Background: an optimization exercise with open tools, aiming at small area. Do not read the settings as production practice.
The RTL was checked by simulation tests, not by an equivalence proof against the original design.
The flow treats the clock pin as an ideal source, which a real chip does not have.
No activity file was given, so power comes from the tool's default toggle rates.

==> flow/config.mk <==
export PLATFORM = sky130hd
export DESIGN_NAME = simd_wrapper
export DESIGN_NICKNAME = simd_wrapper
export VERILOG_FILES = /design/flow/design.v
export SDC_FILE = /design/flow/constraint.sdc
export NUM_CORES = 4
export LEC_CHECK = 0
export CAP_MARGIN = 10
export CORE_MARGIN = 2
export CORE_UTILIZATION = 60
export SLEW_MARGIN = 10
==> flow/constraint.sdc <==
create_clock -name core_clock -period 4.0 [get_ports {clk}]
set_input_delay 0.8000 -clock core_clock [delete_from_list [all_inputs] [get_ports {clk}]]
set_output_delay 0.8000 -clock core_clock [all_outputs]
set_load 0.01 [all_outputs]
==> flow/design.v <==
package simd_wrap_pkg;
  typedef logic [32-1:0] lane_data_t;
  typedef logic [2-1:0] lane_cntl_t;
  typedef logic [8-1:0] op_tag_t;
  typedef logic [4-1:0] lane_mask_t;
  typedef struct packed {
    lane_cntl_t cntl;
    lane_data_t data;
  } lane_result_t;
  typedef struct packed {
    op_tag_t                        tag;
    lane_mask_t                     valid;
    lane_result_t [4-1:0] lanes;
  } upstream_regs_t;
  typedef enum logic [2:0] {
    WAIT,
    SEND,
    WAIT_COMPLETE,
    WAIT_RELEASE,
    DONE
  } upstream_state_e;
endpackage
module result_fifo #(
  parameter int DEPTH = 3,
  parameter int WIDTH = 34
) (
  input  logic             clk,
  input  logic             rst,
  input  logic             write,
  input  logic [WIDTH-1:0] write_data,
  input  logic             remove,
  output logic [DEPTH-1:0] valid,
  output logic [WIDTH-1:0] head_data
);
  logic [WIDTH-1:0] mem [DEPTH];
  logic [DEPTH-1:0] leave;
  logic [DEPTH-1:0] load;
  always_comb
  begin
    leave[DEPTH-1] = remove;
    for (int k = DEPTH - 2; k >= 0; k--)
      leave[k] = valid[k] & (~valid[k+1] | leave[k+1]);
    load[0] = write;
    for (int k = 1; k < DEPTH; k++)
      load[k] = leave[k-1];
  end
  always_ff @(posedge clk)
  begin
    if (load[0])
      mem[0] <= write_data;
    for (int k = 1; k < DEPTH; k++)
      if (load[k])
        mem[k] <= mem[k-1];
  end
  always_ff @(posedge clk)
  begin
    if (rst)
      valid <= '0;
    else
      valid <= (valid & ~leave) | load;
  end
  assign head_data = mem[DEPTH-1];
endmodule
module upstream_seq (
  input  logic clk,
  input  logic rst,
  input  logic go_q,
  input  logic stack_complete_q,
  output logic pop
);
  simd_wrap_pkg::upstream_state_e state_q;
  always_ff @(posedge clk)
  begin
    if (rst)
      state_q <= simd_wrap_pkg::WAIT;
    else
      case (state_q)
        simd_wrap_pkg::WAIT:
          if (go_q)
            state_q <= simd_wrap_pkg::SEND;
        simd_wrap_pkg::SEND:
          state_q <= simd_wrap_pkg::WAIT_COMPLETE;
        simd_wrap_pkg::WAIT_COMPLETE:
          if (stack_complete_q)
            state_q <= simd_wrap_pkg::WAIT_RELEASE;
        simd_wrap_pkg::WAIT_RELEASE:
          if (!stack_complete_q)
            state_q <= simd_wrap_pkg::DONE;
        default:
          state_q <= simd_wrap_pkg::WAIT;
      endcase
  end
  assign pop = state_q == simd_wrap_pkg::SEND;
endmodule
module simd_wrapper (
  input  logic                          clk,
  input  logic                          rst,
  input  logic [4-1:0]        result_valid,
  input  logic [4*(2+32)-1:0] result,
  output logic [4-1:0]        result_ready,
  input  logic                          tag_valid,
  input  logic [8-1:0]    tag,
  output logic                          tag_ready,
  input  logic                          stack_ready,
  input  logic                          stack_complete,
  output logic [8+4+4*(2+32)-1:0] upstream
);
  localparam int WORD_W  = 2 + 32;
  localparam int LANES_W = 4 * WORD_W;
  localparam int LINE_D  = 6 / 2;
  localparam int TAG_D   = 2 + 1;
  logic [4-1:0]     lane_nonempty;
  logic [LANES_W-1:0]         lane_popped;
  logic [TAG_D-1:0]           tag_valid_q;
  logic [8-1:0] tag_popped;
  logic [1:0]                 tag_held;
  logic                       tag_below;
  logic                       pop;
  logic                       go_q;
  logic                       stack_complete_q;
  logic                       valid_q;
  logic                       rd_line;
  logic [4-1:0]     wr_line;
  for (genvar i = 0; i < 4; i++)
  begin : g_lane
    logic [LINE_D-1:0] valid_a;
    logic [LINE_D-1:0] valid_b;
    logic [WORD_W-1:0] head_a;
    logic [WORD_W-1:0] head_b;
    result_fifo #(
      .DEPTH (LINE_D),
      .WIDTH (WORD_W)
    ) u_line_a (
      .clk        (clk),
      .rst        (rst),
      .write      (result_valid[i] & ~wr_line[i]),
      .write_data (result[i*WORD_W +: WORD_W]),
      .remove     (valid_q & ~rd_line),
      .valid      (valid_a),
      .head_data  (head_a)
    );
    result_fifo #(
      .DEPTH (LINE_D),
      .WIDTH (WORD_W)
    ) u_line_b (
      .clk        (clk),
      .rst        (rst),
      .write      (result_valid[i] & wr_line[i]),
      .write_data (result[i*WORD_W +: WORD_W]),
      .remove     (valid_q & rd_line),
      .valid      (valid_b),
      .head_data  (head_b)
    );
    always_ff @(posedge clk)
    begin
      if (rst)
        wr_line[i] <= 1'b0;
      else if (result_valid[i])
        wr_line[i] <= ~wr_line[i];
    end
    assign result_ready[i]  = ~((&valid_a) & (&valid_b)) | valid_q;
    assign lane_nonempty[i] = (|valid_a) | (|valid_b);
    assign lane_popped[i*WORD_W +: WORD_W] = rd_line ? head_b : head_a;
  end
  result_fifo #(
    .DEPTH (TAG_D),
    .WIDTH (8)
  ) u_tag_fifo (
    .clk        (clk),
    .rst        (rst),
    .write      (tag_valid),
    .write_data (tag),
    .remove     (valid_q),
    .valid      (tag_valid_q),
    .head_data  (tag_popped)
  );
  upstream_seq u_upstream_seq (
    .clk              (clk),
    .rst              (rst),
    .go_q             (go_q),
    .stack_complete_q (stack_complete_q),
    .pop              (pop)
  );
  always_comb
  begin
    tag_held = '0;
    for (int k = 0; k < TAG_D; k++)
      tag_held = tag_held + 2'(tag_valid_q[k]);
    tag_held  = tag_held - 2'(valid_q);
    tag_below = tag_held < 2'(2);
  end
  always_ff @(posedge clk)
  begin
    if (rst)
    begin
      go_q      <= 1'b0;
      tag_ready <= 1'b0;
      valid_q   <= 1'b0;
      rd_line   <= 1'b0;
    end
    else
    begin
      go_q      <= (&lane_nonempty) & (|tag_valid_q) & stack_ready;
      tag_ready <= tag_below;
      valid_q   <= pop;
      if (valid_q)
        rd_line <= ~rd_line;
    end
  end
  always_ff @(posedge clk)
    stack_complete_q <= stack_complete;
  assign upstream = {tag_popped, {4{valid_q}}, lane_popped};
endmodule
==> flow/flow/run.sh <==
#!/bin/bash
# ORFS layout through the standard.sh, changed in three ways:
#  - synthesis is synth_recipe.tcl unchanged except that Yosys's abc call uses
#    an area-oriented mapping script (flow/abc_area.script); registers are
#    mapped before abc, so their names and cells are the standard ones;
#  - ports are buffered with buf_1;
#  - the clock tree uses small clock buffers and no dummy loads.
# The make output goes to standard_make.log; each tool's log is in orfs/logs.
set -euo pipefail
WORK=$(pwd)
cat > "$WORK/area_synth.tcl" <<EOT
proc abc {args} {
  set i [lsearch -exact \$args -script]
  if {\$i >= 0} { lset args [expr {\$i + 1}] {$WORK/flow/abc_area.script} }
  yosys abc {*}\$args
}
source {$WORK/synth_recipe.tcl}
EOT
bash standard.sh \
  "SYNTH_SCRIPT=$WORK/area_synth.tcl" \
  "BUFFER_PORTS_ARGS=-buffer_cell sky130_fd_sc_hd__buf_1" \
  "CTS_ARGS=-sink_clustering_enable -repair_clock_nets -dont_use_dummy_load -buf_list {sky130_fd_sc_hd__clkbuf_8} -sink_clustering_size 18 -sink_clustering_max_diameter 50" \
  finish > standard_make.log 2>&1
==> flow/flow/abc_area.script <==
strash
dch
amap
==> flow/standard.sh <==
#!/bin/bash
# synth_recipe.tcl (not shown) runs the flow's synth.tcl, then flattens the netlist and writes it again
# the make line also repeats each setting of config.mk as NAME=value (left out here)
make -C /OpenROAD-flow-scripts/flow DESIGN_CONFIG=/design/flow/config.mk WORK_HOME=/design/flow/orfs CLKGATE_MAP_FILE= SYNTH_SCRIPT=/design/flow/synth_recipe.tcl "${@:-finish}"
==> results of run 1 <==
[cell families after synthesis]
| family | share of synthesized area |
|---|---|
| DFF | 0.928 |
| AOI/OAI and AO/OA | 0.0483 |
| and+or+nand+nor | 0.0176 |
| buffers and inverters | 0.00522 |
| adders and majority gates | 0.000893 |
[area by class of cell]
cell class | count | share of cell area
diodes | 8 | 0.000646
clock buffers | 57 | 0.0253
inverters | 31 | 0.00391
multi-input cells | 272 | 0.0653
flip-flops and latches | 879 | 0.839
well taps | 607 | 0.0245
repair buffers | 317 | 0.0415
[cells in the mapped netlist, types with 3 or more instances]
master and count:
sky130_fd_sc_hd__buf_4 4, sky130_fd_sc_hd__nor4_1 3, sky130_fd_sc_hd__nand2_1 10, sky130_fd_sc_hd__nor2b_1 15, sky130_fd_sc_hd__a211oi_1 4, sky130_fd_sc_hd__clkinv_1 31
sky130_fd_sc_hd__a21oi_1 20, sky130_fd_sc_hd__edfxtp_1 840, sky130_fd_sc_hd__a22o_1 136, sky130_fd_sc_hd__nor3_1 12, sky130_fd_sc_hd__dfxtp_1 39, sky130_fd_sc_hd__nor2_1 53
sky130_fd_sc_hd__and2_0 4, sky130_fd_sc_hd__nand4_1 6
[power by group]
group / switching [W] / internal (W) / leakage [nW]
Clock: 0.00242 / 0.00128 / 0.410
Combinational: 0.000459 / 0.000187 / 1.54
Sequential: 0.0000977 / 0.0104 / 8.07
[metrics by stage]
stage	hold WS, ns	util
final	0.217	0.669
after global routing	0.173	0.669
after CTS	0.147	0.668
after detailed placement	0.405	0.651
after global placement	0.400	0.651
after floorplan	0.400	-
[critical path: stages (launching register included)]
cell and delay [ns]:
sky130_fd_sc_hd__dfxtp_4 0.81, sky130_fd_sc_hd__buf_4 0.57, sky130_fd_sc_hd__a22o_1 0.33, sky130_fd_sc_hd__buf_1 0.17
[sequential cells by signal (all words and copies together), names as in the netlist]
signal and flops:
tag_ready 1, stack_complete_q 1, rd_line 1, u_tag_fifo.valid 3, wr_line 4, valid_q 1, g_lane.u_line_a.valid 12, g_lane.u_line_a.mem 408
u_tag_fifo.mem 24, g_lane.u_line_b.mem 408, g_lane.u_line_b.valid 12, go_q 1, u_upstream_seq.state_q 3
[routing by layer]
layer	global-route usage	routed length, microns
met3	0.0498	3220
met1	0.247	18700
met4	0.0698	1350
met5	0	42
met2	0.320	23500
[how the worst max path moves through the flow]
| stage | to | slack (ns) | cells after the start |
|---|---|---|---|
| after floorplan | g_lane[1].u_line_b.mem[1][0] | 0.20 | 6 |
| after global routing | upstream[77] | 0.39 | 3 |
| after CTS | upstream[77] | 0.49 | 3 |
| after detailed placement | g_lane[3].u_line_b.mem[1][24] | 1.14 | 7 |
| after global placement | g_lane[0].u_line_b.mem[1][15] | 1.20 | 7 |
| final | upstream[77] | 0.52 | 3 |
==> results.sh, run 1 <==
export IMPL_floorplan_rows=79
export IMPL_num_io_pins=306
export IMPL_cts_tree="yes"
export IMPL_peak_supply_drop_mv=0.349
export IMPL_clock_skew_final_ns=0.0611
export IMPL_mappedNetlistNets=1341
export IMPL_last_weighted_congestion_value_of_the_routability_driven_placer=0.787
export IMPL_final_cell_area_sq_um=31000
export IMPL_synthDominantAreaCellType="sky130_fd_sc_hd__edfxtp_1"
export IMPL_postCtsResizedCells=0
export IMPL_final_period_utilization=0.871
export IMPL_cell_area_synth_sq_um=28000
export IMPL_power_leakage_nw=10.0
export IMPL_design_final_nets=1713
export IMPL_final_min_clock_period_ns=3.48
export IMPL_setup_viol=0
export IMPL_dp_hpwl_microns=28200
export IMPL_post_cts_buffers=0
export IMPL_die_height_microns=220
export IMPL_timing_critical_path_from="rd_line"
export IMPL_average_wire_per_standard_cell_microns=21.5
export IMPL_timing_critical_path_required_ns=3.20
export IMPL_timing_hold_worst_start="stack_complete"
export IMPL_worstReg2RegEnd="g_lane[0].u_line_b.mem[1][29]"
export IMPL_number_of_antenna_violations_at_the_first_check_in_global_routing=10
export IMPL_clock_network_latency_to_the_later_pin_of_the_worst_skew_pair_ns=0.68
export IMPL_drv_slew=0
export IMPL_min_path_cells=1
export IMPL_die_area_sq_um=48400
export IMPL_seqCellArea_sq_um=26000
export IMPL_synth_edff_count=840
export IMPL_post_drt_via_cell_ratio=5.46
export IMPL_grt_overflow_total=0
export IMPL_post_layout_total_power_w=0.0149
export IMPL_first_global_vias=11660
export IMPL_rsz0062_at_grt="no"
export IMPL_multiInputGateArea_sq_um=2030
export IMPL_max_cap_violations=0
export IMPL_grt_max_degree=138
export IMPL_min_delay_worst_endpoint="stack_complete_q"
export IMPL_synth_seq_area_share=0.928
export IMPL_placed_cells=2106
export IMPL_cellPowerDensity_nw_per_um2=480
export IMPL_clock_sinks=879
export IMPL_synth_cells=1186
export IMPL_final_cell_count_no_fill=2171
export IMPL_netlist_cell_type_count=21
export IMPL_grt_total_usage=0.192
export IMPL_clock_root_buffer="sky130_fd_sc_hd__clkbuf_8"
export IMPL_timing_critical_path_to_type="primary output"
export IMPL_cts_hold_repair_buffers=0
export IMPL_post_route_drc_count=0
export IMPL_wl_microns=46800
export IMPL_floorplan_core_area_sq_um=46400
export IMPL_start_kind="flip-flop"
export IMPL_route_vias_total=11846
export IMPL_relSlewSlack=0.238
export IMPL_async_flop_share=0
export IMPL_dpl_cell_area_sq_um=30200
export IMPL_reg2reg_setup_slack_ns=1.11
export IMPL_synthesis_area_per_instance_sq_um=23.6
export IMPL_cp_arrival_ns=2.68
export IMPL_layout_filler_cells=3018
export IMPL_report_final_hold_viol_count=0
export IMPL_clk_pin_slew_ns=0.11
export IMPL_setup_worst_path_class="reg2out"
export IMPL_drive_gt1_frac=0.0617
export IMPL_yosys_warnings=6
export IMPL_fin_setup_tns_ns=0
export IMPL_yosys_register_bits=879
export IMPL_die_width_microns=220
export IMPL_area_growth_syn_to_layout_pct=10.6
export IMPL_clock_fmax_ghz=0.287
export IMPL_yosys_most_used_dff="sky130_fd_sc_hd__edfxtp_1"
export IMPL_preCtsSetupSlack_ns=1.14
export IMPL_layout_cells_most_common="sky130_fd_sc_hd__edfxtp_1"
export IMPL_floorplan_initialDensity=0.604
export IMPL_most_common_layout_cells="840 x sky130_fd_sc_hd__edfxtp_1, 304 x sky130_fd_sc_hd__buf_1, 136 x sky130_fd_sc_hd__a22o_1"
export IMPL_worstMarginPinSlew_ns=1.14
export IMPL_status="no timing/DRC/antenna violations"
export IMPL_port_buffer_count=305
export IMPL_first_pass_iters=5
export IMPL_clock_tree_htree_level_count=2
export IMPL_route_antenna_remaining_nets=0
export IMPL_grt_first_pass_wirelength_microns=67600
export IMPL_crit_path_max_fanout=51
export IMPL_worstRegToRegCells=7
export IMPL_worstReg2RegStart="rd_line"
export IMPL_post_synth_main_area_contributors="sky130_fd_sc_hd__edfxtp_1 90%, sky130_fd_sc_hd__a22o_1 4.3%, sky130_fd_sc_hd__dfxtp_1 2.8%, sky130_fd_sc_hd__nor2_1 0.71%, sky130_fd_sc_hd__clkinv_1 0.42%"
export IMPL_synth_top_area_share=0.900
export IMPL_cts_root_to_sink_buffers=3
export IMPL_num_cts_buffers=57
export IMPL_min_delay_path_class="in2reg"
export IMPL_drt_initial_drc_count=762
export IMPL_post_route_worst_setup_slack_ns=0.516
==> inputs of run 2 (changes only) <==
--- a/flow/config.mk
+++ b/flow/config.mk
@@ -7,5 +7,5 @@
 export LEC_CHECK = 0
 export CAP_MARGIN = 10
 export CORE_MARGIN = 2
-export CORE_UTILIZATION = 60
+export CORE_UTILIZATION = 80
 export SLEW_MARGIN = 10
==> run 2 against run 1 <==
Effect of this change:
- the flow now stops in 5_1_grt
- synthesized cell count unchanged
- synthesized area unchanged
==> results.sh, run 2 <==
export IMPL_clock_sinks=879
export IMPL_floorplan_rows=68
export IMPL_synthesis_area_per_instance_sq_um=23.6
export IMPL_synthDominantAreaCellType="sky130_fd_sc_hd__edfxtp_1"
export IMPL_cell_area_synth_sq_um=28000
export IMPL_cts_hold_repair_buffers=0
export IMPL_failing_step="5_1_grt"
export IMPL_netlist_top_cells_count="840 x sky130_fd_sc_hd__edfxtp_1, 136 x sky130_fd_sc_hd__a22o_1, 53 x sky130_fd_sc_hd__nor2_1"
export IMPL_port_buffer_count=305
export IMPL_yosys_warnings=6
export IMPL_mappedNetlistNets=1341
export IMPL_cts_root_to_sink_buffers=3
export IMPL_die_width_microns=191
export IMPL_status="aborted with a tool error"
export IMPL_die_height_microns=191
export IMPL_grt_max_degree=138
export IMPL_post_synth_main_area_contributors="sky130_fd_sc_hd__edfxtp_1 90%, sky130_fd_sc_hd__a22o_1 4.3%, sky130_fd_sc_hd__dfxtp_1 2.8%, sky130_fd_sc_hd__nor2_1 0.71%, sky130_fd_sc_hd__clkinv_1 0.42%"
export IMPL_synth_top_area_share=0.900
export IMPL_number_of_antenna_violations_at_the_first_check_in_global_routing=8
export IMPL_clock_root_buffer="sky130_fd_sc_hd__clkbuf_8"
export IMPL_netlist_cell_type_count=21
export IMPL_floorplan_initialDensity=0.811
export IMPL_postCtsResizedCells=0
export IMPL_num_io_pins=306
export IMPL_synth_seq_area_share=0.928
export IMPL_num_cts_buffers=55
export IMPL_last_weighted_congestion_value_of_the_routability_driven_placer=0.803
export IMPL_tool_error="[ERROR DPL-0033] detailed placement checks failed during check placement."
export IMPL_most_repeated_cell_in_the_gate_level_netlist_after_synthesis="sky130_fd_sc_hd__edfxtp_1"
export IMPL_post_cts_buffers=0
export IMPL_async_flop_share=0
export IMPL_yosys_register_bits=879
export IMPL_synth_edff_count=840
export IMPL_dp_hpwl_microns=34300
export IMPL_synth_cells=1186
export IMPL_dpl_cell_area_sq_um=30000
export IMPL_clock_tree_htree_level_count=2
export IMPL_yosys_most_used_dff="sky130_fd_sc_hd__edfxtp_1"
## run 2: cell counts after synthesis
No cell type changed its count.
## run 2: cells by family after synthesis
group,share of synthesized area
DFF,0.928
and+or+nand+nor,0.0176
adders and majority gates,0.000893
buffers and inverters,0.00522
AOI/OAI and AO/OA,0.0483
## run 2: worst max-delay path by stage
| stage | end | cells after the start |
|---|---|---|
| detailed placement | g_lane[2].u_line_a.mem[1][15] | 7 |
| CTS | upstream[23] | 3 |
| global placement | upstream[96] | 3 |
| floorplan | g_lane[1].u_line_b.mem[1][0] | 6 |
## run 2: metrics by stage
stage	util	setup WS, ns	cells
floorplan	-	0.197	1186
global placement	0.869	1.22	1959
detailed placement	0.869	0.997	1959
CTS	0.891	0.339	2014
## run 2: power groups by stage
stage	clock network (W)	registers (W)	logic [W]
2_1_floorplan	0	0.0107	0.000329
3_3_place_gp	0	0.0107	0.000598
3_5_place_dp	0	0.0108	0.000653
4_1_cts	0.00366	0.0106	0.000660
==> inputs of run 3 (changes only) <==
--- a/flow/config.mk
+++ b/flow/config.mk
@@ -7,5 +7,5 @@
 export LEC_CHECK = 0
 export CAP_MARGIN = 10
 export CORE_MARGIN = 2
-export CORE_UTILIZATION = 80
+export CORE_UTILIZATION = 70
 export SLEW_MARGIN = 10
==> run 3 against run 2 <==
Effect of this change:
- the run now finishes clean
- synthesized cell count is the same
- synthesized area is the same
==> results.sh, run 3 <==
export IMPL_async_flop_share=0
export IMPL_clock_root_buffer="sky130_fd_sc_hd__clkbuf_8"
export IMPL_rsz0062_at_grt="no"
export IMPL_grt_overflow_total=0
export IMPL_die_area_sq_um=41600
export IMPL_report_final_hold_viol_count=0
export IMPL_route_vias_total=12030
export IMPL_worstMarginPinSlew_ns=1.09
export IMPL_power_internal_w=0.0119
export IMPL_end_of_the_critical_path="upstream[57]"
export IMPL_layout_cells_most_common="sky130_fd_sc_hd__edfxtp_1"
export IMPL_fin_setup_tns_ns=0
export IMPL_yosys_most_used_dff="sky130_fd_sc_hd__edfxtp_1"
export IMPL_worstReg2RegStart="valid_q"
export IMPL_final_min_clock_period_ns=3.27
export IMPL_pwr_share_comb=0.044
export IMPL_floorplan_initialDensity=0.707
export IMPL_p_sw_frac=0.197
export IMPL_synthesis_area_per_instance_sq_um=23.6
export IMPL_dp_hpwl_microns=28800
export IMPL_cts_hold_repair_buffers=0
export IMPL_crit_slowest_cell="sky130_fd_sc_hd__buf_4"
export IMPL_cell_area_synth_sq_um=28000
export IMPL_reg2reg_setup_slack_ns=1.28
export IMPL_clock_tree_htree_level_count=2
export IMPL_synth_seq_area_share=0.928
export IMPL_yosys_register_bits=879
export IMPL_port_buffer_count=305
export IMPL_reg_top3="g_lane.u_line_a.mem x408, g_lane.u_line_b.mem x408, u_tag_fifo.mem x24"
export IMPL_die_width_microns=204
export IMPL_cts_tree="yes"
export IMPL_clock_fmax_ghz=0.306
export IMPL_final_period_utilization=0.817
export IMPL_synth_edff_count=840
export IMPL_post_drt_via_cell_ratio=5.75
export IMPL_synthDominantAreaCellType="sky130_fd_sc_hd__edfxtp_1"
export IMPL_first_global_vias=12045
export IMPL_status="no timing/DRC/antenna violations"
export IMPL_wl_microns=45600
export IMPL_average_wire_per_standard_cell_microns=21.8
export IMPL_clk_pin_slew_ns=0.11
export IMPL_synth_top_area_share=0.900
export IMPL_drive_gt1_frac=0.0653
export IMPL_multiInputGateArea_sq_um=2030
export IMPL_seqCellArea_sq_um=26000
export IMPL_most_repeated_cell_in_the_gate_level_netlist_after_synthesis="sky130_fd_sc_hd__edfxtp_1"
export IMPL_post_cts_buffers=0
export IMPL_postCtsResizedCells=0
export IMPL_grt_max_degree=70
export IMPL_yosys_warnings=6
export IMPL_area_growth_syn_to_layout_pct=10.2
export IMPL_worstReg2RegEnd="g_lane[0].u_line_b.mem[1][6]"
export IMPL_setup_worst_path_class="reg2out"
export IMPL_netlist_top_cells_count="840 x sky130_fd_sc_hd__edfxtp_1, 136 x sky130_fd_sc_hd__a22o_1, 53 x sky130_fd_sc_hd__nor2_1"
export IMPL_num_io_pins=306
export IMPL_netlist_cell_type_count=21
export IMPL_clock_skew_final_ns=0.0493
export IMPL_synth_cells=1186
export IMPL_relSlewSlack=0.269
export IMPL_cellPowerDensity_nw_per_um2=479
export IMPL_timing_critical_path_from="rd_line"
export IMPL_grt_first_pass_wirelength_microns=66600
export IMPL_post_synth_main_area_contributors="sky130_fd_sc_hd__edfxtp_1 90%, sky130_fd_sc_hd__a22o_1 4.3%, sky130_fd_sc_hd__dfxtp_1 2.8%, sky130_fd_sc_hd__nor2_1 0.71%, sky130_fd_sc_hd__clkinv_1 0.42%"
export IMPL_power_net_switching_w=0.00291
export IMPL_cts_root_to_sink_buffers=3
export IMPL_drt_initial_drc_count=682
export IMPL_last_weighted_congestion_value_of_the_routability_driven_placer=0.816
export IMPL_crit_path_max_fanout=63
export IMPL_route_antenna_remaining_nets=0
export IMPL_floorplan_rows=73
export IMPL_max_cap_violations=0
export IMPL_cp_arrival_ns=2.47
export IMPL_start_kind="flip-flop"
export IMPL_layout_filler_cells=2069
export IMPL_post_route_drc_count=0
export IMPL_crit_path_cell_trace="buf_4 -> a22o_1 -> buf_1"
export IMPL_design_final_nets=1719
export IMPL_grt_total_usage=0.219
export IMPL_mappedNetlistNets=1341
export IMPL_num_cts_buffers=57
export IMPL_most_common_layout_cells="840 x sky130_fd_sc_hd__edfxtp_1, 304 x sky130_fd_sc_hd__buf_1, 136 x sky130_fd_sc_hd__a22o_1"
export IMPL_timing_hold_ws_ns=0.265
export IMPL_timing_critical_path_to_type="primary output"
export IMPL_drv_slew=0
export IMPL_power_clock_fraction=0.245
export IMPL_min_delay_path_class="in2reg"
export IMPL_clock_sinks=879
export IMPL_power_leakage_nw=10.0
export IMPL_slowest_delay_ns=0.64
export IMPL_worstRegToRegCells=7
export IMPL_clock_network_latency_to_the_later_pin_of_the_worst_skew_pair_ns=0.67
export IMPL_timing_critical_path_required_ns=3.20
export IMPL_setup_viol=0
export IMPL_p_seq_frac=0.711
export IMPL_floorplan_core_area_sq_um=39600
export IMPL_die_height_microns=204
export IMPL_first_pass_iters=5
export IMPL_number_of_antenna_violations_at_the_first_check_in_global_routing=8
export IMPL_peak_supply_drop_mv=0.430
-- run 3: cell counts after synthesis --
No cell type changed its count.
-- run 3: how the worst min path moves through the flow --
stage / slack (ns) / cells past startpoint / from / to
floorplan: 0.40 / 0 / g_lane[0].u_line_a.mem[0][0] / g_lane[0].u_line_a.mem[1][0]
global placement: 0.40 / 0 / g_lane[3].u_line_a.mem[1][2] / g_lane[3].u_line_a.mem[2][2]
detailed placement: 0.40 / 0 / g_lane[0].u_line_a.mem[0][6] / g_lane[0].u_line_a.mem[1][6]
CTS: 0.20 / 1 / stack_complete / stack_complete_q
global route: 0.24 / 1 / stack_complete / stack_complete_q
finish: 0.26 / 1 / stack_complete / stack_complete_q
-- run 3: logic make-up after synthesis --
group	synth area share
DFF	0.928
AOI/OAI and AO/OA	0.0483
and+or+nand+nor	0.0176
buffers and inverters	0.00522
adders and majority gates	0.000893
-- run 3: layer usage --
layer	share of wire	track usage	up-vias
met4	0.036	0.0901	8
met3	0.083	0.0584	96
met5	0.0011	0	-
met1	0.38	0.273	6027
met2	0.50	0.369	393
li1	-	-	5506
-- run 3: final cells by class --
| type | instances | share of cell area |
|---|---|---|
| well taps | 525 | 0.0213 |
| repair buffers | 323 | 0.0415 |
| inverters | 31 | 0.00393 |
| flip-flops and latches | 879 | 0.842 |
| multi-input cells | 272 | 0.0656 |
| clock buffers | 57 | 0.0254 |
| diodes | 5 | 0.000405 |
-- run 3: power groups by stage --
stage,logic [W],clock network (W),registers [W]
floorplan,0.000329,0,0.0107
global placement,0.000634,0,0.0107
detailed placement,0.000655,0,0.0107
CTS,0.000657,0.00376,0.0105
global route,0.000703,0.00403,0.0106
finish,0.000646,0.00363,0.0105
-- run 3: worst max-delay path, delay by kind of cell, from the launching register on --
| kind | cells | cell delay (ns) |
|---|---|---|
| compound gates | 1 | 0.31 |
| flops | 1 | 0.58 |
| buf+inv | 2 | 0.81 |
-- run 3: through the flow --
| step | util | total power, W | setup slack, ns | instances | cell area (sq um) |
|---|---|---|---|---|---|
| floorplan | - | 0.0111 | 0.197 | 1186 | 28100 |
| global placement | 0.759 | 0.0113 | 1.46 | 2030 | 30100 |
| detailed placement | 0.759 | 0.0114 | 1.33 | 2030 | 30100 |
| CTS | 0.779 | 0.0150 | 0.696 | 2087 | 30900 |
| global route | 0.779 | 0.0153 | 0.622 | 2090 | 30900 |
| finish | 0.779 | 0.0148 | 0.733 | 2092 | 30900 |
==> inputs of run 4 (changes only) <==
--- a/flow/config.mk
+++ b/flow/config.mk
@@ -5,7 +5,8 @@
 export SDC_FILE = /design/flow/constraint.sdc
 export NUM_CORES = 4
 export LEC_CHECK = 0
-export CAP_MARGIN = 10
+export CAP_MARGIN = 0
 export CORE_MARGIN = 2
 export CORE_UTILIZATION = 70
-export SLEW_MARGIN = 10
+export GPL_TIMING_DRIVEN = 0
+export SLEW_MARGIN = 0
==> run 4 against run 3 <==
Effect of this change:
- cell count rose by 0.43%
- synthesized cell count unchanged
- wire length is 0.64% higher
- worst setup slack lost 0.30 ns
- utilization up 1.0 points
- critical endpoint is now upstream[80]
- largest cell class unchanged
==> results.sh, run 4 <==
export IMPL_post_synth_main_area_contributors="sky130_fd_sc_hd__edfxtp_1 90%, sky130_fd_sc_hd__a22o_1 4.3%, sky130_fd_sc_hd__dfxtp_1 2.8%, sky130_fd_sc_hd__nor2_1 0.71%, sky130_fd_sc_hd__clkinv_1 0.42%"
export IMPL_last_weighted_congestion_value_of_the_routability_driven_placer=0.770
export IMPL_floorplan_initialDensity=0.707
export IMPL_yosys_most_used_dff="sky130_fd_sc_hd__edfxtp_1"
export IMPL_pwr_share_comb=0.047
export IMPL_wl_microns=45900
export IMPL_drt_initial_drc_count=793
export IMPL_clock_fmax_ghz=0.280
export IMPL_grt_max_degree=139
export IMPL_cellPowerDensity_nw_per_um2=474
export IMPL_netlist_top_cells_count="840 x sky130_fd_sc_hd__edfxtp_1, 136 x sky130_fd_sc_hd__a22o_1, 53 x sky130_fd_sc_hd__nor2_1"
export IMPL_timing_hold_worst_start="stack_complete"
export IMPL_mappedNetlistNets=1341
export IMPL_grt_overflow_total=0
export IMPL_drive_gt1_frac=0.0701
export IMPL_floorplan_core_area_sq_um=39600
export IMPL_worstMarginPinSlew_ns=0.972
export IMPL_relSlewSlack=0.352
export IMPL_grt_first_pass_wirelength_microns=68300
export IMPL_power_net_switching_w=0.00294
export IMPL_timing_hold_ws_ns=0.238
export IMPL_synthDominantAreaCellType="sky130_fd_sc_hd__edfxtp_1"
export IMPL_slowest_delay_ns=0.68
export IMPL_min_delay_path_class="in2reg"
export IMPL_clock_skew_final_ns=0.0538
export IMPL_power_clock_fraction=0.244
export IMPL_worstRegToRegCells=8
export IMPL_grt_total_usage=0.223
export IMPL_die_width_microns=204
export IMPL_synthesis_area_per_instance_sq_um=23.6
export IMPL_min_path_cells=1
export IMPL_cts_hold_repair_buffers=0
export IMPL_post_route_drc_count=0
export IMPL_clock_sinks=879
export IMPL_area_growth_syn_to_layout_pct=11.7
export IMPL_peak_supply_drop_mv=0.386
export IMPL_yosys_register_bits=879
export IMPL_timing_critical_path_to_type="primary output"
export IMPL_power_leakage_nw=10.2
export IMPL_crit_path_cell_trace="buf_16 -> clkinv_8 -> a22o_1 -> buf_1"
export IMPL_die_area_sq_um=41600
export IMPL_first_global_vias=12185
export IMPL_reg2reg_setup_slack_ns=0.60
export IMPL_report_final_hold_viol_count=0
export IMPL_crit_path_max_fanout=138
export IMPL_max_cap_violations=0
export IMPL_dp_hpwl_microns=30200
export IMPL_cell_area_synth_sq_um=28000
export IMPL_start_kind="flip-flop"
export IMPL_clock_network_latency_to_the_later_pin_of_the_worst_skew_pair_ns=0.67
export IMPL_die_height_microns=204
export IMPL_p_seq_frac=0.709
export IMPL_synth_edff_count=840
export IMPL_route_vias_total=11939
export IMPL_power_internal_w=0.0119
export IMPL_p_sw_frac=0.198
export IMPL_min_delay_worst_endpoint="stack_complete_q"
export IMPL_layout_core_utilization=0.789
export IMPL_worstReg2RegStart="rd_line"
export IMPL_rsz0062_at_grt="no"
export IMPL_port_buffer_count=305
export IMPL_preCtsSetupSlack_ns=0.0115
export IMPL_most_repeated_cell_in_the_gate_level_netlist_after_synthesis="sky130_fd_sc_hd__edfxtp_1"
export IMPL_setup_viol=0
export IMPL_async_flop_share=0
export IMPL_design_final_nets=1727
export IMPL_num_cts_buffers=56
export IMPL_post_route_worst_setup_slack_ns=0.434
export IMPL_worstReg2RegEnd="g_lane[0].u_line_b.mem[1][13]"
export IMPL_cts_root_to_sink_buffers=3
export IMPL_status="no timing/DRC/antenna violations"
export IMPL_average_wire_per_standard_cell_microns=21.9
export IMPL_reg_top3="g_lane.u_line_a.mem x408, g_lane.u_line_b.mem x408, u_tag_fifo.mem x24"
export IMPL_synth_seq_area_share=0.928
export IMPL_layout_cells_most_common="sky130_fd_sc_hd__edfxtp_1"
export IMPL_final_period_utilization=0.891
export IMPL_clock_root_buffer="sky130_fd_sc_hd__clkbuf_8"
export IMPL_final_min_clock_period_ns=3.57
export IMPL_drv_slew=0
export IMPL_number_of_antenna_violations_at_the_first_check_in_global_routing=4
export IMPL_crit_slowest_cell="sky130_fd_sc_hd__dfxtp_4"
export IMPL_netlist_cell_type_count=21
export IMPL_yosys_warnings=6
export IMPL_synth_top_area_share=0.900
export IMPL_cts_tree="yes"
export IMPL_timing_critical_path_required_ns=3.20
export IMPL_clk_pin_slew_ns=0.08
export IMPL_first_pass_iters=4
export IMPL_floorplan_rows=73
export IMPL_route_antenna_remaining_nets=0
export IMPL_post_drt_via_cell_ratio=5.68
export IMPL_most_common_layout_cells="840 x sky130_fd_sc_hd__edfxtp_1, 304 x sky130_fd_sc_hd__buf_1, 136 x sky130_fd_sc_hd__a22o_1"
export IMPL_clock_tree_htree_level_count=2
export IMPL_num_io_pins=306
export IMPL_cp_arrival_ns=2.77
export IMPL_synth_cells=1186
export IMPL_setup_worst_path_class="reg2out"
[run 4: cell types whose count changed in the layout (fill, tap and decap cells not counted), sizes merged]
| cell | delta |
|---|---|
| diode | +1 |
| buf | +10 |
| clkbuf | -2 |
[run 4: cell type report]
cell class	count	area, sq um
Antenna cell	6	15.0
Buffer	4	30.0
Clock buffer	56	771
Fill cell	2079	8350
Inverter	31	129
Multi-Input combinational cell	272	2030
Sequential cell	879	26000
Tap cell	525	657
Timing Repair Buffer	328	1660
[run 4: per-stage QoR]
step	TNS (ns)	area [sq um]	instances	total power, W
final	0	31300	2101	0.0148
after global routing	0	31300	2095	0.0153
after CTS	0	31300	2095	0.0150
after detailed placement	0	30500	2039	0.0114
after global placement	-659.58	29900	2016	0.0113
after floorplan	0	28100	1186	0.0111
[run 4: repair_timing]
action	4_1_cts	5_1_grt
setup endpoints to repair	151	0
buffers inserted	0	0
gates resized for setup	1	0
[run 4: worst max-delay path by stage]
stage          slack, ns     from                       endpoint  cells past startpoint
2_1_floorplan       0.20  rd_line   g_lane[1].u_line_b.mem[1][0]                      6
3_3_place_gp       -1.94  rd_line  g_lane[0].u_line_b.mem[1][21]                      6
3_5_place_dp        0.01  rd_line  g_lane[0].u_line_b.mem[1][21]                      8
4_1_cts             0.33  rd_line                   upstream[30]                      4
5_1_grt             0.28  rd_line                   upstream[80]                      4
6_report            0.43  rd_line                   upstream[80]                      4
[run 4: logic make-up (layout without fill, tap and decap cells)]
family | after synthesis | after routing | share of synthesized area
flip-flops | 879 | 879 | 0.928
AO/OA/AOI/OAI | 164 | 164 | 0.0483
AND/OR/NAND/NOR | 106 | 106 | 0.0176
buffers and inverters | 35 | 419 | 0.00522
adder cells (fa/ha/maj) | 2 | 2 | 0.000893
other | 0 | 6 | 0
[run 4: worst max-delay path: cells and delay by family, from the launching register on]
family,cells,cell delay (ns)
AOI/OAI and AO/OA,1,0.41
buffers and inverters,3,0.97
DFF,1,0.68
[run 4: metal layers]
layer / track usage / up-vias / share of wire
met5: 0 / - / 0.00030
li1: - / 5534 / -
met2: 0.386 / 339 / 0.52
met4: 0.0870 / 2 / 0.034
met3: 0.0619 / 91 / 0.079
met1: 0.269 / 5973 / 0.37
[run 4: power by group through the flow]
stage               Sequential, W  Combinational, W  Clock, W
finish                     0.0105          0.000696   0.00362
global route               0.0106          0.000756   0.00400
CTS                        0.0105          0.000707   0.00373
detailed placement         0.0107          0.000706         0
global placement           0.0108          0.000592         0
floorplan                  0.0107          0.000329         0
==> inputs of run 5 (changes only) <==
--- a/flow/flow/run.sh
+++ b/flow/flow/run.sh
@@ -4,7 +4,8 @@
 #    an area-oriented mapping script (flow/abc_area.script); registers are
 #    mapped before abc, so their names and cells are the standard ones;
 #  - ports are buffered with buf_1;
-#  - the clock tree uses small clock buffers and no dummy loads.
+#  - the clock tree uses small clock buffers and no dummy loads;
+#  - after CTS, cells are sized down where timing allows (post_cts.tcl).
 # The make output goes to standard_make.log; each tool's log is in orfs/logs.
 set -euo pipefail
 WORK=$(pwd)
@@ -20,4 +21,5 @@
   "SYNTH_SCRIPT=$WORK/area_synth.tcl" \
   "BUFFER_PORTS_ARGS=-buffer_cell sky130_fd_sc_hd__buf_1" \
   "CTS_ARGS=-sink_clustering_enable -repair_clock_nets -dont_use_dummy_load -buf_list {sky130_fd_sc_hd__clkbuf_8} -sink_clustering_size 18 -sink_clustering_max_diameter 50" \
+  "POST_CTS_TCL=$WORK/flow/post_cts.tcl" \
   finish > standard_make.log 2>&1
==> flow/flow/post_cts.tcl (new file) <==
# After CTS: size cells down where timing allows, then legalise again.
estimate_parasitics -placement
repair_timing -recover_power 100 -verbose
detailed_placement
check_placement -verbose
--- a/flow/config.mk
+++ b/flow/config.mk
@@ -5,8 +5,7 @@
 export SDC_FILE = /design/flow/constraint.sdc
 export NUM_CORES = 4
 export LEC_CHECK = 0
-export CAP_MARGIN = 0
+export CAP_MARGIN = 10
 export CORE_MARGIN = 2
 export CORE_UTILIZATION = 70
-export GPL_TIMING_DRIVEN = 0
-export SLEW_MARGIN = 0
+export SLEW_MARGIN = 10
==> run 5 against run 4 <==
Effect of this change:
- cell count rose by 0.57%
- highest routed layer unchanged
- critical path type is now reg2reg
- clock skew fell by 0.0061 ns
- fmax shrank 0.29%
- critical endpoint is now g_lane[3].u_line_b.mem[1][1]
==> results.sh, run 5 <==
export IMPL_design_final_nets=1738
export IMPL_layout_core_utilization=0.789
export IMPL_num_io_pins=306
export IMPL_rsz0062_at_grt="no"
export IMPL_grt_total_usage=0.219
export IMPL_most_common_layout_cells="840 x sky130_fd_sc_hd__edfxtp_1, 303 x sky130_fd_sc_hd__buf_1, 136 x sky130_fd_sc_hd__a22o_1"
export IMPL_number_of_antenna_violations_at_the_first_check_in_global_routing=7
export IMPL_synth_seq_area_share=0.928
export IMPL_area_growth_syn_to_layout_pct=11.6
export IMPL_route_vias_total=12085
export IMPL_layout_filler_cells=2026
export IMPL_max_cap_violations=0
export IMPL_cell_class_contributing_the_biggest_share_of_worst_path_delay="simple AND/OR/NAND/NOR gates"
export IMPL_seqCellArea_sq_um=26000
export IMPL_drt_initial_drc_count=758
export IMPL_average_wire_per_standard_cell_microns=21.8
export IMPL_mappedNetlistNets=1341
export IMPL_worstMarginPinSlew_ns=1.09
export IMPL_reg2reg_setup_slack_ns=0.42
export IMPL_clock_network_latency_to_the_later_pin_of_the_worst_skew_pair_ns=0.67
export IMPL_synth_edff_count=840
export IMPL_first_pass_iters=5
export IMPL_dp_hpwl_microns=28800
export IMPL_yosys_warnings=6
export IMPL_timing_critical_path_required_ns=4.26
export IMPL_netlist_cell_type_count=21
export IMPL_wl_met3_microns=3860
export IMPL_detail_route_wirelength_met1_microns=17200
export IMPL_last_weighted_congestion_value_of_the_routability_driven_placer=0.816
export IMPL_multiInputGateArea_sq_um=2010
export IMPL_report_final_hold_viol_count=0
export IMPL_cp_num_cells=7
export IMPL_final_min_clock_period_ns=3.58
export IMPL_yosys_most_used_dff="sky130_fd_sc_hd__edfxtp_1"
export IMPL_netlist_top_cells_count="840 x sky130_fd_sc_hd__edfxtp_1, 136 x sky130_fd_sc_hd__a22o_1, 53 x sky130_fd_sc_hd__nor2_1"
export IMPL_cts_tree="yes"
export IMPL_first_global_vias=12040
export IMPL_clk_pin_slew_ns=0.10
export IMPL_relSlewSlack=0.270
export IMPL_die_area_sq_um=41600
export IMPL_power_leakage_nw=10.2
export IMPL_route_antenna_remaining_nets=0
export IMPL_end_of_the_critical_path="g_lane[3].u_line_b.mem[1][1]"
export IMPL_timing_critical_path_from="valid_q"
export IMPL_final_period_utilization=0.894
export IMPL_setup_viol=0
export IMPL_clock_fmax_ghz=0.280
export IMPL_synthDominantAreaCellType="sky130_fd_sc_hd__edfxtp_1"
export IMPL_min_delay_path_class="in2reg"
export IMPL_routed_wl_met2_microns=23400
export IMPL_async_flop_share=0
export IMPL_cp_arrival_ns=3.84
export IMPL_port_buffer_count=305
export IMPL_synth_cells=1186
export IMPL_worstReg2RegStart="valid_q"
export IMPL_timing_critical_path_to_type="flip-flop"
export IMPL_die_width_microns=204
export IMPL_slowest_delay_ns=0.82
export IMPL_synthesis_area_per_instance_sq_um=23.6
export IMPL_grt_overflow_total=0
export IMPL_cell_area_synth_sq_um=28000
export IMPL_crit_slowest_cell="sky130_fd_sc_hd__nor2_1"
export IMPL_start_kind="flip-flop"
export IMPL_wl_microns=46100
export IMPL_crit_path_max_fanout=15
export IMPL_clock_skew_final_ns=0.0476
export IMPL_synth_top_area_share=0.900
export IMPL_setup_worst_path_class="reg2reg"
export IMPL_die_height_microns=204
export IMPL_highest_layer="met5"
export IMPL_drv_slew=0
export IMPL_post_route_drc_count=0
export IMPL_post_layout_total_power_w=0.0149
export IMPL_fin_setup_tns_ns=0
export IMPL_most_repeated_cell_in_the_gate_level_netlist_after_synthesis="sky130_fd_sc_hd__edfxtp_1"
export IMPL_floorplan_initialDensity=0.707
export IMPL_drive_gt1_frac=0.0734
export IMPL_post_synth_main_area_contributors="sky130_fd_sc_hd__edfxtp_1 90%, sky130_fd_sc_hd__a22o_1 4.3%, sky130_fd_sc_hd__dfxtp_1 2.8%, sky130_fd_sc_hd__nor2_1 0.71%, sky130_fd_sc_hd__clkinv_1 0.42%"
export IMPL_peak_supply_drop_mv=0.435
export IMPL_floorplan_core_area_sq_um=39600
export IMPL_grt_first_pass_wirelength_microns=66600
export IMPL_clock_sinks=879
export IMPL_status="no timing/DRC/antenna violations"
export IMPL_crit_path_cell_trace="clkinv_1 -> nor2_1 -> nor2b_1 -> nand2_1 -> clkinv_1 -> nor2_1 -> clkbuf_1"
export IMPL_layout_cells_most_common="sky130_fd_sc_hd__edfxtp_1"
export IMPL_floorplan_rows=73
export IMPL_worst_path_buf_inv=3
export IMPL_reg_top3="g_lane.u_line_a.mem x408, g_lane.u_line_b.mem x408, u_tag_fifo.mem x24"
export IMPL_post_drt_via_cell_ratio=5.72
export IMPL_grt_max_degree=70
export IMPL_yosys_register_bits=879
export IMPL_worstReg2RegEnd="g_lane[3].u_line_b.mem[1][1]"
export IMPL_worstRegToRegCells=7
export IMPL_timing_hold_ws_ns=0.264
export IMPL_cellPowerDensity_nw_per_um2=475
[run 5: where the power goes]
part,internal [W],switching [W]
Combinational,0.000224,0.000470
Clock,0.00128,0.00236
Sequential,0.0104,0.0000959
[run 5: how the worst min path moves through the flow]
| stage | from | endpoint | slack, ns | cells after the start |
|---|---|---|---|---|
| finish | stack_complete | stack_complete_q | 0.26 | 1 |
| global route | stack_complete | stack_complete_q | 0.24 | 1 |
| detailed placement | g_lane[0].u_line_a.mem[0][6] | g_lane[0].u_line_a.mem[1][6] | 0.40 | 0 |
| global placement | g_lane[3].u_line_a.mem[1][2] | g_lane[3].u_line_a.mem[2][2] | 0.40 | 0 |
| floorplan | g_lane[0].u_line_a.mem[0][0] | g_lane[0].u_line_a.mem[1][0] | 0.40 | 0 |
[run 5: final cells by class]
class | count | share of cell area
flip-flops and latches | 879 | 0.832
multi-input cells | 272 | 0.0644
repair buffers | 342 | 0.0535
clock buffers | 57 | 0.0251
well taps | 525 | 0.0210
inverters | 31 | 0.00376
diodes | 7 | 0.000560
[run 5: through the flow]
stage,worst slack (ns),area [sq um],cells
after detailed placement,1.33,30100,2030
after global routing,0.130,31300,2109
final,0.424,31300,2113
after global placement,1.46,30100,2030
after floorplan,0.197,28100,1186
[run 5: cells by family (layout without fill, tap and decap cells)]
kind of cell	count (synthesis)	in the layout	share of synthesized area
DFF	879	879	0.928
AOI/OAI and AO/OA	164	164	0.0483
and+or+nand+nor	106	106	0.0176
buffers and inverters	35	430	0.00522
adders and majority gates	2	2	0.000893
other	0	7	0
[run 5: per-layer routing]
metal	track usage	vias to the layer above
li1	-	5548
met1	0.273	6042
met2	0.369	400
met3	0.0584	89
met4	0.0901	6
met5	0	-
==> inputs of run 6 (changes only) <==
==> flow/flow/run.sh (replaced) <==
#!/bin/bash
# ORFS layout through the standard.sh, changed in three ways:
#  - synthesis is synth_recipe.tcl unchanged except that Yosys's abc call uses
#    an area-oriented mapping script (flow/abc_area.script); registers are
#    mapped before abc, so their names and cells are the standard ones;
#  - ports are buffered with buf_1;
#  - the clock tree uses small clock buffers and no dummy loads.
# The make output goes to standard_make.log; each tool's log is in orfs/logs.
set -euo pipefail
WORK=$(pwd)
cat > "$WORK/area_synth.tcl" <<EOT
proc abc {args} {
  set i [lsearch -exact \$args -script]
  if {\$i >= 0} { lset args [expr {\$i + 1}] {$WORK/flow/abc_area.script} }
  yosys abc {*}\$args
}
source {$WORK/synth_recipe.tcl}
EOT
bash standard.sh \
  "SYNTH_SCRIPT=$WORK/area_synth.tcl" \
  "BUFFER_PORTS_ARGS=-buffer_cell sky130_fd_sc_hd__buf_1" \
  "CTS_ARGS=-sink_clustering_enable -repair_clock_nets -dont_use_dummy_load -buf_list {sky130_fd_sc_hd__clkbuf_8} -sink_clustering_size 22 -sink_clustering_max_diameter 55" \
  finish > standard_make.log 2>&1
removed: flow/flow/post_cts.tcl
==> run 6 against run 5 <==
Effect of this change:
- still clean on timing, DRC and antenna
- total power down 1.7%
- synthesized area unchanged
- sequential cell count unchanged
- die area unchanged
- sequential share of layout area up 1.3 points
- worst hold slack worse by 0.011 ns
- via count down 0.85%
- combinational power down 6.5%
- worst setup slack better by 0.32 ns
- wire length down 1.0%
- highest routed layer unchanged
==> results.sh, run 6 <==
export IMPL_drv_slew=0
export IMPL_cts_root_to_sink_buffers=3
export IMPL_post_synth_main_area_contributors="sky130_fd_sc_hd__edfxtp_1 90%, sky130_fd_sc_hd__a22o_1 4.3%, sky130_fd_sc_hd__dfxtp_1 2.8%, sky130_fd_sc_hd__nor2_1 0.71%, sky130_fd_sc_hd__clkinv_1 0.42%"
export IMPL_power_internal_w=0.0117
export IMPL_cts_tree="yes"
export IMPL_relSlewSlack=0.260
export IMPL_postCtsResizedCells=0
export IMPL_grt_max_degree=70
export IMPL_yosys_warnings=6
export IMPL_dp_hpwl_microns=28800
export IMPL_setup_viol=0
export IMPL_netlist_cell_type_count=21
export IMPL_drt_initial_drc_count=729
export IMPL_power_net_switching_w=0.00287
export IMPL_status="no timing/DRC/antenna violations"
export IMPL_min_delay_path_class="in2reg"
export IMPL_final_period_utilization=0.815
export IMPL_reg_top3="g_lane.u_line_a.mem x408, g_lane.u_line_b.mem x408, u_tag_fifo.mem x24"
export IMPL_p_seq_frac=0.721
export IMPL_post_layout_total_power_w=0.0146
export IMPL_average_wire_per_standard_cell_microns=21.9
export IMPL_layout_cells_most_common="sky130_fd_sc_hd__edfxtp_1"
export IMPL_crit_path_max_fanout=63
export IMPL_drive_gt1_frac=0.0605
export IMPL_timing_critical_path_required_ns=3.20
export IMPL_report_final_hold_viol_count=0
export IMPL_worstMarginPinSlew_ns=1.11
export IMPL_yosys_most_used_dff="sky130_fd_sc_hd__edfxtp_1"
export IMPL_floorplan_core_area_sq_um=39600
export IMPL_synthesis_area_per_instance_sq_um=23.6
export IMPL_floorplan_initialDensity=0.707
export IMPL_clock_fmax_ghz=0.307
export IMPL_first_pass_iters=5
export IMPL_design_final_nets=1711
export IMPL_layout_filler_cells=2097
export IMPL_pwr_share_comb=0.044
export IMPL_clock_root_buffer="sky130_fd_sc_hd__clkbuf_8"
export IMPL_max_cap_violations=0
export IMPL_mappedNetlistNets=1341
export IMPL_synth_top_area_share=0.900
export IMPL_cts_hold_repair_buffers=0
export IMPL_setup_worst_path_class="reg2out"
export IMPL_grt_first_pass_wirelength_microns=66500
export IMPL_synth_cells=1186
export IMPL_post_route_drc_count=0
export IMPL_most_common_layout_cells="840 x sky130_fd_sc_hd__edfxtp_1, 304 x sky130_fd_sc_hd__buf_1, 136 x sky130_fd_sc_hd__a22o_1"
export IMPL_start_kind="flip-flop"
export IMPL_route_antenna_remaining_nets=0
export IMPL_number_of_antenna_violations_at_the_first_check_in_global_routing=8
export IMPL_post_drt_via_cell_ratio=5.75
export IMPL_fin_setup_tns_ns=0
export IMPL_timing_hold_worst_start="stack_complete"
export IMPL_clock_skew_final_ns=0.0623
export IMPL_die_width_microns=204
export IMPL_floorplan_rows=73
export IMPL_grt_total_usage=0.219
export IMPL_async_flop_share=0
export IMPL_power_leakage_nw=9.97
export IMPL_crit_slowest_cell="sky130_fd_sc_hd__buf_4"
export IMPL_clk_pin_slew_ns=0.11
export IMPL_peak_supply_drop_mv=0.406
export IMPL_timing_critical_path_from="rd_line"
export IMPL_slowest_delay_ns=0.64
export IMPL_yosys_register_bits=879
export IMPL_crit_path_cell_trace="buf_4 -> a22o_1 -> buf_1"
export IMPL_num_cts_buffers=49
export IMPL_port_buffer_count=305
export IMPL_netlist_top_cells_count="840 x sky130_fd_sc_hd__edfxtp_1, 136 x sky130_fd_sc_hd__a22o_1, 53 x sky130_fd_sc_hd__nor2_1"
export IMPL_timing_critical_path_to_type="primary output"
export IMPL_power_clock_fraction=0.234
export IMPL_area_growth_syn_to_layout_pct=9.85
export IMPL_post_cts_buffers=0
export IMPL_wl_microns=45700
export IMPL_synthDominantAreaCellType="sky130_fd_sc_hd__edfxtp_1"
export IMPL_cell_area_synth_sq_um=28000
export IMPL_clock_network_latency_to_the_later_pin_of_the_worst_skew_pair_ns=0.65
export IMPL_die_area_sq_um=41600
export IMPL_rsz0062_at_grt="no"
export IMPL_final_min_clock_period_ns=3.26
export IMPL_worstReg2RegStart="valid_q"
export IMPL_p_sw_frac=0.197
export IMPL_most_repeated_cell_in_the_gate_level_netlist_after_synthesis="sky130_fd_sc_hd__edfxtp_1"
export IMPL_num_io_pins=306
export IMPL_first_global_vias=11929
export IMPL_clock_sinks=879
export IMPL_cellPowerDensity_nw_per_um2=474
export IMPL_die_height_microns=204
export IMPL_grt_overflow_total=0
export IMPL_synth_seq_area_share=0.928
export IMPL_route_vias_total=11982
export IMPL_cp_arrival_ns=2.46
export IMPL_last_weighted_congestion_value_of_the_routability_driven_placer=0.816
export IMPL_clock_tree_htree_level_count=2
export IMPL_synth_edff_count=840
## run 6: cell type report
class                   instances  area [sq um]  area share
diodes                          5          12.5    0.000406
clock buffers                  49           674      0.0219
inverters                      31           121     0.00394
multi-input cells             272          2030      0.0658
flip-flops and latches        879         26000       0.845
well taps                     525           657      0.0213
repair buffers                323          1280      0.0416
## run 6: metrics by stage
step	util	hold slack (ns)	cell area, sq um	cells	setup WS [ns]
detailed placement	0.759	0.405	30100	2030	1.33
global placement	0.759	0.400	30100	2030	1.46
global route	0.776	0.217	30800	2082	0.640
finish	0.776	0.254	30800	2084	0.742
CTS	0.776	0.192	30800	2079	0.709
floorplan	-	0.400	28100	1186	0.197
## run 6: power by group through the flow
stage                     Combinational, W  Clock, W  Sequential, W
after detailed placement          0.000655         0         0.0107
after global placement            0.000634         0         0.0107
final                             0.000648   0.00342         0.0105
after global routing              0.000704   0.00382         0.0106
after CTS                         0.000658   0.00355         0.0105
after floorplan                   0.000329         0         0.0107
## run 6: worst max-delay path, delay by kind of cell (launching register included)
family / cells / cell delay [ns]
AOI/OAI and AO/OA: 1 / 0.25
DFF: 1 / 0.59
buffers and inverters: 2 / 0.88
## run 6: cell families (layout without fill, tap and decap cells)
group | Yosys count | in the layout | share of synthesized area
other | 0 | 5 | 0
adders and majority gates | 2 | 2 | 0.000893
and+or+nand+nor | 106 | 106 | 0.0176
AOI/OAI and AO/OA | 164 | 164 | 0.0483
DFF | 879 | 879 | 0.928
buffers and inverters | 35 | 403 | 0.00522
## run 6: routing by layer
| metal | part of all wire | GRT usage | up-vias |
|---|---|---|---|
| li1 | - | - | 5480 |
| met1 | 0.38 | 0.274 | 6021 |
| met2 | 0.50 | 0.369 | 375 |
| met3 | 0.085 | 0.0574 | 98 |
| met4 | 0.036 | 0.0895 | 8 |
| met5 | 0.0011 | 0 | - |
## run 6: worst paths after layout
kind                                                 endpoint  slack [ns]  cells after the start
worst min register to register  g_lane[3].u_line_b.mem[1][23]        0.38                      0
worst max-delay path                             upstream[45]        0.74                      3
worst max register to register  g_lane[0].u_line_b.mem[1][24]        1.25                      7
worst min-delay path                         stack_complete_q        0.25                      1
==> inputs of run 7 (changes only) <==
--- a/flow/flow/run.sh
+++ b/flow/flow/run.sh
@@ -19,5 +19,5 @@
 bash standard.sh \
   "SYNTH_SCRIPT=$WORK/area_synth.tcl" \
   "BUFFER_PORTS_ARGS=-buffer_cell sky130_fd_sc_hd__buf_1" \
-  "CTS_ARGS=-sink_clustering_enable -repair_clock_nets -dont_use_dummy_load -buf_list {sky130_fd_sc_hd__clkbuf_8} -sink_clustering_size 22 -sink_clustering_max_diameter 55" \
+  "CTS_ARGS=-sink_clustering_enable -repair_clock_nets -dont_use_dummy_load -buf_list {sky130_fd_sc_hd__clkbuf_8} -sink_clustering_size 20 -sink_clustering_max_diameter 50" \
   finish > standard_make.log 2>&1
==> run 7 against run 6 <==
Effect of this change:
- still clean
- count of clock-buffer cells in the layout rose by 4
- worst hold slack improved by 0.0093 ns
- clock power rose by 4%
- worst setup slack got worse by 0.0086 ns
- register-to-register slack barely moved
- via count rose by 0.30%
- first-iteration DRC count fell by 5.5%
- sequential share of layout area fell by 0.16 points
- wire length rose by 0.10%
- critical path depth did not move
- sequential cell count did not move
- combinational power barely moved
- critical endpoint unchanged
==> results.sh, run 7 <==
export IMPL_p_sw_frac=0.198
export IMPL_worstMarginPinSlew_ns=1.11
export IMPL_crit_path_cell_trace="buf_4 -> a22o_1 -> buf_1"
export IMPL_die_height_microns=204
export IMPL_number_of_antenna_violations_at_the_first_check_in_global_routing=9
export IMPL_clk_pin_slew_ns=0.12
export IMPL_crit_path_max_fanout=63
export IMPL_cp_arrival_ns=2.47
export IMPL_average_wire_per_standard_cell_microns=21.9
export IMPL_timing_critical_path_required_ns=3.20
export IMPL_grt_first_pass_wirelength_microns=66400
export IMPL_placed_cells=2030
export IMPL_p_seq_frac=0.715
export IMPL_area_growth_syn_to_layout_pct=10.1
export IMPL_power_clock_fraction=0.241
export IMPL_synth_edff_count=840
export IMPL_final_min_clock_period_ns=3.27
export IMPL_power_net_switching_w=0.00291
export IMPL_layout_cells_most_common="sky130_fd_sc_hd__edfxtp_1"
export IMPL_yosys_most_used_dff="sky130_fd_sc_hd__edfxtp_1"
export IMPL_cts_root_to_sink_buffers=3
export IMPL_crit_slowest_cell="sky130_fd_sc_hd__buf_4"
export IMPL_route_vias_total=12018
export IMPL_layout_filler_cells=2090
export IMPL_num_cts_buffers=53
export IMPL_power_internal_w=0.0118
export IMPL_num_io_pins=306
export IMPL_first_pass_iters=5
export IMPL_setup_worst_path_class="reg2out"
export IMPL_drv_slew=0
export IMPL_cell_area_synth_sq_um=28000
export IMPL_port_buffer_count=305
export IMPL_yosys_warnings=6
export IMPL_grt_overflow_total=0
export IMPL_clock_network_latency_to_the_later_pin_of_the_worst_skew_pair_ns=0.67
export IMPL_synth_cells=1186
export IMPL_synth_top_area_share=0.900
export IMPL_most_repeated_cell_in_the_gate_level_netlist_after_synthesis="sky130_fd_sc_hd__edfxtp_1"
export IMPL_final_cell_count_no_fill=2089
export IMPL_dp_hpwl_microns=28800
export IMPL_post_route_drc_count=0
export IMPL_drive_gt1_frac=0.0629
export IMPL_reg_top3="g_lane.u_line_a.mem x408, g_lane.u_line_b.mem x408, u_tag_fifo.mem x24"
export IMPL_fin_setup_tns_ns=0
export IMPL_cellPowerDensity_nw_per_um2=477
export IMPL_mappedNetlistNets=1341
export IMPL_die_area_sq_um=41600
export IMPL_floorplan_rows=73
export IMPL_post_cts_buffers=0
export IMPL_start_kind="flip-flop"
export IMPL_design_final_nets=1715
export IMPL_netlist_cell_type_count=21
export IMPL_first_global_vias=11988
export IMPL_status="no timing/DRC/antenna violations"
export IMPL_final_period_utilization=0.817
export IMPL_clock_tree_htree_level_count=2
export IMPL_clock_skew_final_ns=0.0470
export IMPL_report_final_hold_viol_count=0
export IMPL_pwr_share_comb=0.044
export IMPL_peak_supply_drop_mv=0.406
export IMPL_last_weighted_congestion_value_of_the_routability_driven_placer=0.816
export IMPL_postCtsResizedCells=0
export IMPL_drt_initial_drc_count=689
export IMPL_post_synth_main_area_contributors="sky130_fd_sc_hd__edfxtp_1 90%, sky130_fd_sc_hd__a22o_1 4.3%, sky130_fd_sc_hd__dfxtp_1 2.8%, sky130_fd_sc_hd__nor2_1 0.71%, sky130_fd_sc_hd__clkinv_1 0.42%"
export IMPL_yosys_register_bits=879
export IMPL_setup_viol=0
export IMPL_max_cap_violations=0
export IMPL_relSlewSlack=0.262
export IMPL_min_delay_path_class="in2reg"
export IMPL_floorplan_initialDensity=0.707
export IMPL_floorplan_core_area_sq_um=39600
export IMPL_cts_tree="yes"
export IMPL_timing_critical_path_to_type="primary output"
export IMPL_synth_seq_area_share=0.928
export IMPL_power_leakage_nw=10.0
export IMPL_die_width_microns=204
export IMPL_netlist_top_cells_count="840 x sky130_fd_sc_hd__edfxtp_1, 136 x sky130_fd_sc_hd__a22o_1, 53 x sky130_fd_sc_hd__nor2_1"
export IMPL_post_drt_via_cell_ratio=5.75
export IMPL_synthesis_area_per_instance_sq_um=23.6
export IMPL_cts_hold_repair_buffers=0
export IMPL_timing_hold_ws_ns=0.263
export IMPL_grt_max_degree=70
export IMPL_slowest_delay_ns=0.64
export IMPL_synthDominantAreaCellType="sky130_fd_sc_hd__edfxtp_1"
export IMPL_most_common_layout_cells="840 x sky130_fd_sc_hd__edfxtp_1, 304 x sky130_fd_sc_hd__buf_1, 136 x sky130_fd_sc_hd__a22o_1"
export IMPL_rsz0062_at_grt="no"
export IMPL_clock_sinks=879
export IMPL_post_layout_total_power_w=0.0147
export IMPL_grt_total_usage=0.219
export IMPL_wl_microns=45700
export IMPL_clock_fmax_ghz=0.306
export IMPL_async_flop_share=0
export IMPL_route_antenna_remaining_nets=0
export IMPL_clock_root_buffer="sky130_fd_sc_hd__clkbuf_8"
## run 7: stage by stage
stage	cell area, sq um	util	setup slack, ns
finish	30800	0.778	0.733
detailed placement	30100	0.759	1.33
CTS	30800	0.778	0.697
global route	30800	0.778	0.629
global placement	30100	0.759	1.46
floorplan	28100	-	0.197
## run 7: layer usage
layer	track usage	vias up	wire length, microns
li1	-	5494	-
met2	0.369	406	22900
met4	0.0906	8	1700
met3	0.0612	98	4210
met5	0	-	47
met1	0.271	6012	16800
## run 7: path summary, 6_finish.rpt
| check | start | end | slack (ns) | cells after the start |
|---|---|---|---|---|
| max | rd_line | upstream[45] | 0.73 | 3 |
| min | stack_complete | stack_complete_q | 0.26 | 1 |
| max reg2reg | valid_q | g_lane[0].u_line_b.mem[1][33] | 1.26 | 7 |
| min reg2reg | g_lane[1].u_line_b.mem[0][2] | g_lane[1].u_line_b.mem[1][2] | 0.39 | 0 |
## run 7: logic make-up after synthesis
logic type	count (synthesis)	share of synthesized area
flops	879	0.928
buf+inv	35	0.00522
simple gates	106	0.0176
compound gates	164	0.0483
fa+ha+maj	2	0.000893
## run 7: cell type report
type | count | area, sq um | share of cell area
Timing Repair Buffer | 323 | 1280 | 0.0415
Clock buffer | 53 | 729 | 0.0237
Inverter | 31 | 121 | 0.00394
Tap cell | 525 | 657 | 0.0213
Antenna cell | 6 | 15.0 | 0.000487
Sequential cell | 879 | 26000 | 0.843
Multi-Input combinational cell | 272 | 2030 | 0.0657
## run 7: power groups by stage
stage	clock, W	sequential, W	combinational (W)
3_5_place_dp	0	0.0107	0.000655
3_3_place_gp	0	0.0107	0.000634
2_1_floorplan	0	0.0107	0.000329
4_1_cts	0.00367	0.0105	0.000657
5_1_grt	0.00394	0.0106	0.000703
6_report	0.00354	0.0105	0.000645
## run 7: worst max-delay path: cells and delay by family, from the launching register on
kind	cells	cell delay, ns
flip-flops	1	0.58
AO/OA/AOI/OAI	1	0.25
buffers and inverters	2	0.88

port drivers added, routing unchanged:
No port has a modelled driver above. Below, the same layouts with a new extraction and two added sets of constraints. Step 1: set_driving_cell puts a clkbuf_16 on clk and a buf_2 on each other input, an assumption about the parent block. Step 2 also shifts input and output timing later by t, the mid clock arrival at the registers, as if the neighbouring blocks saw the same clock. Slacks: no drivers / after step 1 / after step 2; pairs: no drivers / after step 1.
| run | t (ns) | setup slack, ns | clock arrival spread, ns |
|---|---|---|---|
| run 1 | 0.700 | 0.516 / 0.465 / 1.111 | 0.062 / 0.062 |
| run 3 | 0.698 | 0.733 / 0.682 / 1.278 | 0.049 / 0.050 |
| run 4 | 0.701 | 0.434 / 0.379 / 0.604 | 0.054 / 0.054 |
| run 5 | 0.697 | 0.424 / 0.424 / 0.424 | 0.048 / 0.047 |
| run 6 | 0.681 | 0.742 / 0.689 / 1.250 | 0.072 / 0.072 |
| run 7 | 0.698 | 0.733 / 0.681 / 1.264 | 0.047 / 0.047 |
After both steps setup and hold are still met in every run listed.
